This design comes from an exercise in tuning for small area and few clock cycles per item on the open sky130 flow, not from production work. In this exercise RTL edits were held to simulation tests only and were not proved equivalent to the original. Power figures rest on the tool's default switching activity, not on a simulated workload.

==> design/flow/design.v <==
package i2csb_pkg;
  localparam int BUF_DEPTH_DEFAULT = 32;
  localparam int IDX_EXT_W = 9;
  typedef enum logic [3:0] {
    FUNC_ADDR        = 4'd0,
    FUNC_RXDATA      = 4'd1,
    FUNC_STOP        = 4'd2,
    FUNC_TXDONE      = 4'd3,
    FUNC_ERRSTOP     = 4'd4,
    FUNC_ARBLOST     = 4'd5,
    FUNC_UNKNOWN     = 4'd6,
    FUNC_LOADREPLY   = 4'd7,
    FUNC_STARTREPLY  = 4'd8,
    FUNC_READRX      = 4'd9
  } func_t;
  typedef enum logic [2:0] {
    MODE_IDLE         = 3'd0,
    MODE_RECEIVING    = 3'd1,
    MODE_RECEIVED     = 3'd2,
    MODE_READ_PENDING = 3'd3,
    MODE_SENDING      = 3'd4
  } mode_t;
  typedef enum logic [1:0] {
    CFG_OWN_ADDRESS     = 2'd0,
    CFG_RX_LIMIT        = 2'd1,
    CFG_REPLY_PRELOADED = 2'd2
  } cfg_reg_t;
  typedef struct packed {
    logic [3:0] func;
    logic [7:0] bus_byte;
    logic [4:0] buf_index;
    logic [7:0] reply_byte;
    logic [5:0] reply_length;
  } req_t;
  typedef struct packed {
    logic       ack;
    logic       tx_valid;
    logic [7:0] tx_byte;
    logic       hold_clock;
    logic       bus_reset;
    logic       fault;
    logic [2:0] mode;
    logic       message_ready;
    logic [5:0] rx_count;
    logic [7:0] rx_byte;
  } rsp_t;
  typedef struct packed {
    logic [1:0] index;
    logic [6:0] value;
  } cfg_t;
  typedef struct packed {
    logic       ack;
    logic       tx_valid;
    logic       tx_sel;
    logic       hold_clock;
    logic       bus_reset;
    logic       fault;
    logic [2:0] mode;
    logic       message_ready;
    logic [5:0] rx_count;
    logic       rx_sel;
  } stage_t;
endpackage
module i2csb_mem #(
  parameter int DEPTH = 32,
  parameter int AW    = 5
) (
  input  logic          clk,
  input  logic          we,
  input  logic [AW-1:0] waddr,
  input  logic [7:0]    wdata,
  input  logic          re,
  input  logic [AW-1:0] raddr,
  output logic [7:0]    rdata
);
  logic [7:0] mem [DEPTH];
  always_ff @(posedge clk) begin
    if (we) begin
      mem[waddr] <= wdata;
    end
  end
  always_ff @(posedge clk) begin
    if (re) begin
      rdata <= mem[raddr];
    end
  end
endmodule
import i2csb_pkg::*;
module i2c_slave_buffer_engine #(
  parameter int BUF_DEPTH = BUF_DEPTH_DEFAULT
) (
  input  logic       clk,
  input  logic       rst,
  input  logic       req_valid,
  output logic       req_ready,
  input  logic [3:0] req_func,
  input  logic [7:0] req_bus_byte,
  input  logic [4:0] req_buf_index,
  input  logic [7:0] req_reply_byte,
  input  logic [5:0] req_reply_length,
  output logic       rsp_valid,
  input  logic       rsp_ready,
  output logic       rsp_ack,
  output logic       rsp_tx_valid,
  output logic [7:0] rsp_tx_byte,
  output logic       rsp_hold_clock,
  output logic       rsp_bus_reset,
  output logic       rsp_fault,
  output logic [2:0] rsp_mode,
  output logic       rsp_message_ready,
  output logic [5:0] rsp_rx_count,
  output logic [7:0] rsp_rx_byte,
  input  logic       cfg_valid,
  output logic       cfg_ready,
  input  logic [1:0] cfg_index,
  input  logic [6:0] cfg_value
);
  i2csb_pkg::req_t req_data;
  i2csb_pkg::cfg_t cfg_data;
  assign req_data = {req_func, req_bus_byte, req_buf_index, req_reply_byte, req_reply_length};
  assign cfg_data = {cfg_index, cfg_value};
  localparam int AW = (BUF_DEPTH > 1) ? $clog2(BUF_DEPTH) : 1;
  localparam logic [IDX_EXT_W-1:0] DEPTH_X = IDX_EXT_W'(BUF_DEPTH);
  logic [6:0] own_address;
  logic [5:0] rx_limit;
  logic       reply_preloaded;
  i2csb_pkg::mode_t      mode;
  i2csb_pkg::mode_t      mode_next;
  logic [5:0] rx_cursor;
  logic [5:0] rx_cursor_next;
  logic [5:0] reply_count;
  logic [5:0] reply_count_next;
  logic [5:0] tx_cursor;
  logic [5:0] tx_cursor_next;
  logic   a_valid;
  i2csb_pkg::stage_t a;
  i2csb_pkg::stage_t a_next;
  logic   b_valid;
  i2csb_pkg::rsp_t   b;
  logic   accept;
  logic   a_move;
  logic          rx_we;
  logic          reply_we;
  logic [AW-1:0] rx_waddr;
  logic [AW-1:0] reply_waddr;
  logic [AW-1:0] rx_raddr;
  logic [AW-1:0] reply_raddr;
  logic [7:0]    rx_rd;
  logic [7:0]    reply_rd;
  logic [IDX_EXT_W-1:0] idx_x;
  logic [IDX_EXT_W-1:0] rx_cursor_x;
  logic [IDX_EXT_W-1:0] tx_cursor_x;
  logic [IDX_EXT_W-1:0] limit_x;
  logic [IDX_EXT_W-1:0] rx_cap_x;
  logic [IDX_EXT_W-1:0] rlen_x;
  logic [IDX_EXT_W-1:0] rlen_cap_x;
  assign cfg_ready = 1'b1;
  always_ff @(posedge clk) begin
    if (rst) begin
      own_address     <= '0;
      rx_limit        <= 6'd32;
      reply_preloaded <= 1'b0;
    end else if (cfg_valid) begin
      case (cfg_data.index)
        CFG_OWN_ADDRESS:     own_address     <= cfg_data.value;
        CFG_RX_LIMIT:        rx_limit        <= cfg_data.value[5:0];
        CFG_REPLY_PRELOADED: reply_preloaded <= cfg_data.value[0];
        default: ;
      endcase
    end
  end
  assign a_move    = a_valid && (!b_valid || rsp_ready);
  assign req_ready = !a_valid || a_move;
  assign accept    = req_valid && req_ready;
  assign idx_x       = IDX_EXT_W'(req_data.buf_index);
  assign rx_cursor_x = IDX_EXT_W'(rx_cursor);
  assign tx_cursor_x = IDX_EXT_W'(tx_cursor);
  assign limit_x     = IDX_EXT_W'(rx_limit);
  assign rx_cap_x    = (limit_x > DEPTH_X) ? DEPTH_X : limit_x;
  assign rlen_x      = IDX_EXT_W'(req_data.reply_length);
  assign rlen_cap_x  = (rlen_x > DEPTH_X) ? DEPTH_X : rlen_x;
  assign rx_waddr    = rx_cursor_x[AW-1:0];
  assign reply_waddr = idx_x[AW-1:0];
  assign rx_raddr    = idx_x[AW-1:0];
  always_comb begin
    mode_next        = mode;
    rx_cursor_next   = rx_cursor;
    reply_count_next = reply_count;
    tx_cursor_next   = tx_cursor;
    rx_we            = 1'b0;
    reply_we         = 1'b0;
    reply_raddr      = '0;
    a_next           = '0;
    case (req_data.func)
      FUNC_ADDR: begin
        if (req_data.bus_byte[7:1] == own_address) begin
          a_next.ack = 1'b1;
          if (req_data.bus_byte[0]) begin
            if (mode == MODE_RECEIVED) begin
              if (reply_preloaded) begin
                if (reply_count != '0) begin
                  tx_cursor_next  = 6'd1;
                  a_next.tx_valid = 1'b1;
                  a_next.tx_sel   = 1'b1;
                  mode_next       = MODE_SENDING;
                end else begin
                  a_next.fault = 1'b1;
                end
              end else begin
                mode_next = MODE_READ_PENDING;
              end
            end else begin
              a_next.fault = 1'b1;
            end
          end else begin
            rx_cursor_next = '0;
            mode_next      = MODE_RECEIVING;
          end
        end
      end
      FUNC_RXDATA: begin
        if (rx_cursor_x < rx_cap_x) begin
          rx_we          = 1'b1;
          rx_cursor_next = rx_cursor + 6'd1;
        end
        a_next.ack = 1'b1;
      end
      FUNC_STOP: mode_next = MODE_RECEIVED;
      FUNC_TXDONE: begin
        a_next.tx_valid = 1'b1;
        reply_raddr     = tx_cursor_x[AW-1:0];
        if (tx_cursor < reply_count) begin
          a_next.tx_sel  = 1'b1;
          tx_cursor_next = tx_cursor + 6'd1;
          if (tx_cursor_next >= reply_count) begin
            mode_next = MODE_IDLE;
          end
        end
      end
      FUNC_ERRSTOP: ;
      FUNC_ARBLOST: mode_next = MODE_IDLE;
      FUNC_LOADREPLY: reply_we = (idx_x < DEPTH_X);
      FUNC_STARTREPLY: begin
        if (mode != MODE_RECEIVED && mode != MODE_READ_PENDING) begin
          a_next.fault = 1'b1;
        end
        reply_count_next = rlen_cap_x[5:0];
        tx_cursor_next   = 6'd1;
        mode_next        = MODE_SENDING;
        a_next.ack       = 1'b1;
        a_next.tx_valid  = 1'b1;
        if (rlen_cap_x != '0) begin
          a_next.tx_sel = 1'b1;
        end else begin
          a_next.fault = 1'b1;
        end
      end
      FUNC_READRX: a_next.rx_sel = (idx_x < DEPTH_X);
      FUNC_UNKNOWN: a_next.bus_reset = 1'b1;
      default: a_next.bus_reset = 1'b1;
    endcase
    a_next.mode          = mode_next;
    a_next.hold_clock    = (mode_next == MODE_READ_PENDING);
    a_next.message_ready = (mode_next == MODE_RECEIVED);
    a_next.rx_count      = rx_cursor_next;
  end
  always_ff @(posedge clk) begin
    if (rst) begin
      mode        <= MODE_IDLE;
      rx_cursor   <= '0;
      reply_count <= '0;
      tx_cursor   <= '0;
    end else if (accept) begin
      mode        <= mode_next;
      rx_cursor   <= rx_cursor_next;
      reply_count <= reply_count_next;
      tx_cursor   <= tx_cursor_next;
    end
  end
  i2csb_mem #(
    .DEPTH (BUF_DEPTH),
    .AW    (AW)
  ) u_rx_mem (
    .clk   (clk),
    .we    (accept && rx_we),
    .waddr (rx_waddr),
    .wdata (req_data.bus_byte),
    .re    (accept),
    .raddr (rx_raddr),
    .rdata (rx_rd)
  );
  i2csb_mem #(
    .DEPTH (BUF_DEPTH),
    .AW    (AW)
  ) u_reply_mem (
    .clk   (clk),
    .we    (accept && reply_we),
    .waddr (reply_waddr),
    .wdata (req_data.reply_byte),
    .re    (accept),
    .raddr (reply_raddr),
    .rdata (reply_rd)
  );
  always_ff @(posedge clk) begin
    if (rst) begin
      a_valid <= 1'b0;
    end else if (accept) begin
      a_valid <= 1'b1;
    end else if (a_move) begin
      a_valid <= 1'b0;
    end
  end
  always_ff @(posedge clk) begin
    if (accept) begin
      a <= a_next;
    end
  end
  always_ff @(posedge clk) begin
    if (rst) begin
      b_valid <= 1'b0;
    end else if (a_move) begin
      b_valid <= 1'b1;
    end else if (rsp_ready) begin
      b_valid <= 1'b0;
    end
  end
  always_ff @(posedge clk) begin
    if (a_move) begin
      b.ack           <= a.ack;
      b.tx_valid      <= a.tx_valid;
      b.tx_byte       <= a.tx_sel ? reply_rd : 8'd0;
      b.hold_clock    <= a.hold_clock;
      b.bus_reset     <= a.bus_reset;
      b.fault         <= a.fault;
      b.mode          <= a.mode;
      b.message_ready <= a.message_ready;
      b.rx_count      <= a.rx_count;
      b.rx_byte       <= a.rx_sel ? rx_rd : 8'd0;
    end
  end
  assign rsp_valid         = b_valid;
  assign rsp_ack           = b.ack;
  assign rsp_tx_valid      = b.tx_valid;
  assign rsp_tx_byte       = b.tx_byte;
  assign rsp_hold_clock    = b.hold_clock;
  assign rsp_bus_reset     = b.bus_reset;
  assign rsp_fault         = b.fault;
  assign rsp_mode          = b.mode;
  assign rsp_message_ready = b.message_ready;
  assign rsp_rx_count      = b.rx_count;
  assign rsp_rx_byte       = b.rx_byte;
endmodule
==> design/flow/run.sh <==
#!/bin/bash
# synth_recipe.tcl (not shown) runs the flow's synth.tcl, then flattens the netlist and writes it again
# the make line also repeats each setting of config.mk as NAME=value (left out here)
make -C /OpenROAD-flow-scripts/flow DESIGN_CONFIG=/design/flow/config.mk WORK_HOME=/design/flow/orfs CLKGATE_MAP_FILE= SYNTH_SCRIPT=/design/flow/synth_recipe.tcl finish
==> design/flow/config.mk <==
export PLATFORM = sky130hd
export DESIGN_NAME = i2c_slave_buffer_engine
export DESIGN_NICKNAME = i2c_slave_buffer_engine
export VERILOG_FILES = /design/flow/design.v
export SDC_FILE = /design/flow/constraint.sdc
export NUM_CORES = 4
export LEC_CHECK = 0
export CAP_MARGIN = 20
export CORE_MARGIN = 2
export CORE_UTILIZATION = 40
export PLACE_DENSITY = 0.6
export SLEW_MARGIN = 20
==> design/flow/constraint.sdc <==
create_clock -name core_clock -period 5.0 [get_ports {clk}]
set_input_delay 1.0000 -clock core_clock [delete_from_list [all_inputs] [get_ports {clk}]]
set_output_delay 1.0000 -clock core_clock [all_outputs]
set_load 0.01 [all_outputs]
==> results by group <==
Power and ir drop
  • Sequential share of power: 52.4%
  • Power Dens Cells: 376 nW/um^2
  • Max rail drop VDD: 0.000234 V
  • Logic pwr share: 3.9%
  • Switching Fraction: 20.8%
  • Final Total Pwr: 10.8 mW
  • Int Pwr: 8.56 mW
  • Leak pwr: 9.67 nW
  • Clk pwr share: 43.7%
  • P_sw: 2.25 mW

Yosys
  • Cell count after synthesis: 1444
  • Mapped Area: 24600 sq um
  • Flop and latch count out of synthesis: 613
  • Number of synthesized flops with an enable pin: 576
  • Syn. warnings: 2
  • Syn avg cell area: 17.0 sq um
  • Yosys cell types: 67
  • Ys async rst share: 0%
  • Post-synthesis sequential area ratio: 73.3%
  • Mapped Nets: 1511
  • Top_reg_cell synth: edfxtp_1

Worst setup path
  • Class of the most critical setup path: flop to flop
  • Worst EP required: 5.30 ns
  • CP Depth: 8
  • Worst Reg-to-Reg Cells: 8
  • Crit path to: u_rx_mem.mem[7][7]
  • WP buf/inv: 1
  • CP max stage delay: 0.78 ns
  • Crit path launch type: flop
  • Slowest CP cell: dfxtp_1
  • Most frequent CP cell: a21o_1
  • Worst path arrival time: 4.22 ns
  • Register-to-Register Setup Slack: 1.08 ns
  • RR Endpoint: u_rx_mem.mem[7][7]
  • CP endpoint kind: flop
  • Critical Path Start: rx_cursor[3]
  • Crit path max fanout: 12
  • Crit path cell chain: ha_1 -> a21o_1 -> a21o_1 -> a221oi_4 -> and3_1 -> nand2_1 -> nor2_1 -> buf_4
  • R2R Path Start: rx_cursor[3]
  • Worst path top cell family by delay: simple AND/OR/NAND/NOR gates

STA
  • Highest clock rate: 255 MHz
  • Tmin final: 3.92 ns
  • Skew final: 0.0182 ns
  • Worst-Margin Slew: 1.10 ns
  • Slew margin rel.: 26.3%
  • Final period utilization: 78.4%
  • TNS Setup: 0 ns
  • Final setup viols: 0
  • Fin Hold WS: 0.416 ns
  • RSZ-0062 raised after global routing: no
  • Final Max Slew Viols: 0
  • Final Hold Viols: 0

Route
  • Highest routed layer: met4
  • Drt initial violations: 1407
  • Met3 wire len: 4.78 mm
  • Post-route ant nets: 0
  • DRT Pass-1 Iters: 6
  • Vias per cell: 5.65
  • Via count: 13800
  • Final wirelength: 59.6 mm
  • Metal2 WL: 27.8 mm
  • Met1 wire length: 25.4 mm
  • Residual DRC count: 0
  • WL per Instance: 24.5 microns

Placed design
  • Placed Area: 26700 sq um
  • Port buffer count: 77
  • Placer congestion estimate: 0.866
  • Final HPWL DP: 38.9 mm

Clock network
  • Clock slew at reported path FFs: 0.06 ns
  • Clock latency on the worst-skew pair: 0.60 ns
  • H-tree lvl count: 3
  • Setup bufs post-CTS: 0
  • CTS sink count: 613
  • CTS max path bufs: 3
  • CTS hold repair buffers: 0
  • CTS Buf Count: 66
  • Clock root cell: clkbuf_16
  • CTS tree: done
  • Post_cts resized: 0

Worst hold path
  • Hold path cells: 0
  • Hold Path Class: flop to flop

Global route
  • Pin count of the biggest net entering global routing: 49
  • Initial antenna violation count: 2
  • First-pass GRT wire length: 88.5 mm
  • Grt ovf: 0
  • Gr usage total: 18.9%
  • Vias in the first global route: 13600

Finish
  • Area of the multi-input gates: 6140 sq um
  • Share of cells above drive strength 1: 17.6%
  • Antenna cells: 0
  • FF+latch area: 18000 sq um
  • Final #Nets: 1670
  • FILL cells: 5075
  • Finished Cell Area: 28700 sq um
  • Area delta synth->final: 16.9%

Floorplan
  • I/O pins: 79
  • Die H: 252 microns
  • Die W: 252 microns
  • CORE AREA: 60600 sq um
  • Initial Util: 40.6%
  • Core Rows: 90
  • Die area: 63500 sq um

Outcome
  • Status: timing/DRC/antenna clean

Job
  • Max-Cap Viols: 0
[placed cells by master, fill, tap and decap left out, types with 7 or more instances in the layout]
cell type	count
o32ai_1	7
buf_4	88
clkinv_2	10
o21ai_0	25
or2_2	9
a22oi_1	33
edfxtp_1	576
nor3_1	14
dfxtp_1	36
o311ai_0	7
nand3b_1	7
clkinv_1	15
o22ai_1	15
nand4_1	14
ha_1	22
mux2i_1	67
o21a_1	8
nand2b_1	10
o22a_1	7
mux2_2	9
and2_1	19
o211ai_1	8
a21oi_1	44
clkdlybuf4s50_1	75
a31oi_1	16
xor2_1	9
clkbuf_16	68
inv_1	22
mux4_2	81
nand3_1	24
a22o_1	8
nor2_1	121
o221ai_1	14
nand2_1	42
clkbuf_1	12
nor3b_1	9
or3_1	20
[flip-flops by register name (all words and copies together), names as in the netlist]
register           cells
b_valid                1
rx_limit               6
b                     31
reply_count            6
rx_cursor              6
mode                   3
u_rx_mem.mem         256
tx_cursor              6
a                     17
u_reply_mem.mem      256
reply_preloaded        1
own_address            7
u_reply_mem.rdata      8
u_rx_mem.rdata         8
a_valid                1
[area by class of cell]
class / instances / share of cell area, %
clock inverters: 36 / 1.17
well taps: 782 / 3.40
inverters: 24 / 0.313
flip-flops and latches: 613 / 62.7
clock buffers: 80 / 6.08
multi-input cells: 733 / 21.3
repair buffers: 165 / 4.94
[cell usage after synthesis, types with 15 or more instances]
library cell / n / area [sq um]
or3_1: 20 / 125
edfxtp_1: 576 / 17300
nand3_1: 24 / 120
a21oi_1: 44 / 220
a31oi_1: 16 / 100
clkbuf_1: 38 / 143
dfxtp_1: 37 / 741
a22oi_1: 33 / 248
o22ai_1: 15 / 93.8
ha_1: 22 / 275
nor2_1: 121 / 454
and2_1: 19 / 119
nand2_1: 42 / 158
inv_1: 22 / 82.6
mux2i_1: 67 / 671
o21ai_0: 26 / 130
mux4_2: 81 / 1820
[worst min-delay path by stage]
| stage | startpoint | end | slack [ns] |
|---|---|---|---|
| floorplan | a[3] | b[10] | 0.40 |
| global placement | a[11] | b[18] | 0.40 |
| detailed placement | a[4] | b[11] | 0.41 |
| CTS | a[15] | b[29] | 0.42 |
| global route | a[11] | b[18] | 0.43 |
| finish | a[15] | b[29] | 0.42 |
[per-stage QoR]
stage | cells | worst slack [ns] | util, %
2_1_floorplan | 1444 | 1.46 | -
3_3_place_gp | 2316 | 0.778 | 44.0
3_5_place_dp | 2317 | 0.701 | 44.0
4_1_cts | 2433 | 1.16 | 47.5
5_1_grt | 2433 | 0.958 | 47.5
6_report | 2433 | 1.08 | 47.5
[cell families (layout without fill, tap and decap cells)]
logic type	after synthesis	count (layout)	share of synthesized area, %
fa+ha+maj	22	22	1.12
mux	157	157	10.6
compound gates	224	224	6.32
simple gates	318	318	6.53
buf+inv	98	305	1.72
other cells	1	1	0.0152
flops	613	613	73.3
xor+xnor	11	11	0.392
[power groups by stage]
stage	Combinational, mW	Sequential [mW]	Clock (mW)
after floorplan	0.180	5.78	0
after global placement	0.416	5.78	0
after detailed placement	0.422	5.78	0
after CTS	0.424	5.67	4.81
after global routing	0.452	5.67	5.02
final	0.419	5.67	4.72
[per-layer routing]
layer | vias to the layer above | global-route usage, %
met4 | 0 | 6.02
met1 | 7018 | 26.5
li1 | 6105 | -
met2 | 526 | 29.1
met5 | - | 0
met3 | 104 | 4.68
Testbench counts, summed over its fixed seeds: cycles 36,985, items 32,308.

## port drivers added, routing unchanged
How much do the figures lean on ideal ports? The routed layout below was timed once more, with nothing changed but the port constraints.
Step 1 sets driving cells, clkbuf_16 on the clock port and buf_2 on the other inputs (assumed; they add their load-dependent delay and slew).
Step 2, shift: input delay + t, output delay - t, t = (earliest + latest rising clock arrival at the registers) / 2. This alone moves slack from input paths to output paths.
a / b / c = ideal / step 1 / step 2; a / b = the first two.
t (ns): 0.649
setup WS [ns]: 1.080 / 1.080 / 0.707
latest minus earliest clock arrival (ns): 0.028 / 0.028
worst register clock-pin slew, ns: 0.06 / 0.06
worst slew at a driven data input, ns: 0.08
After both steps setup and hold are still met in this run. For this run, drivers alone change the setup slack by 0.000 ns; drivers and shift together by -0.373 ns.
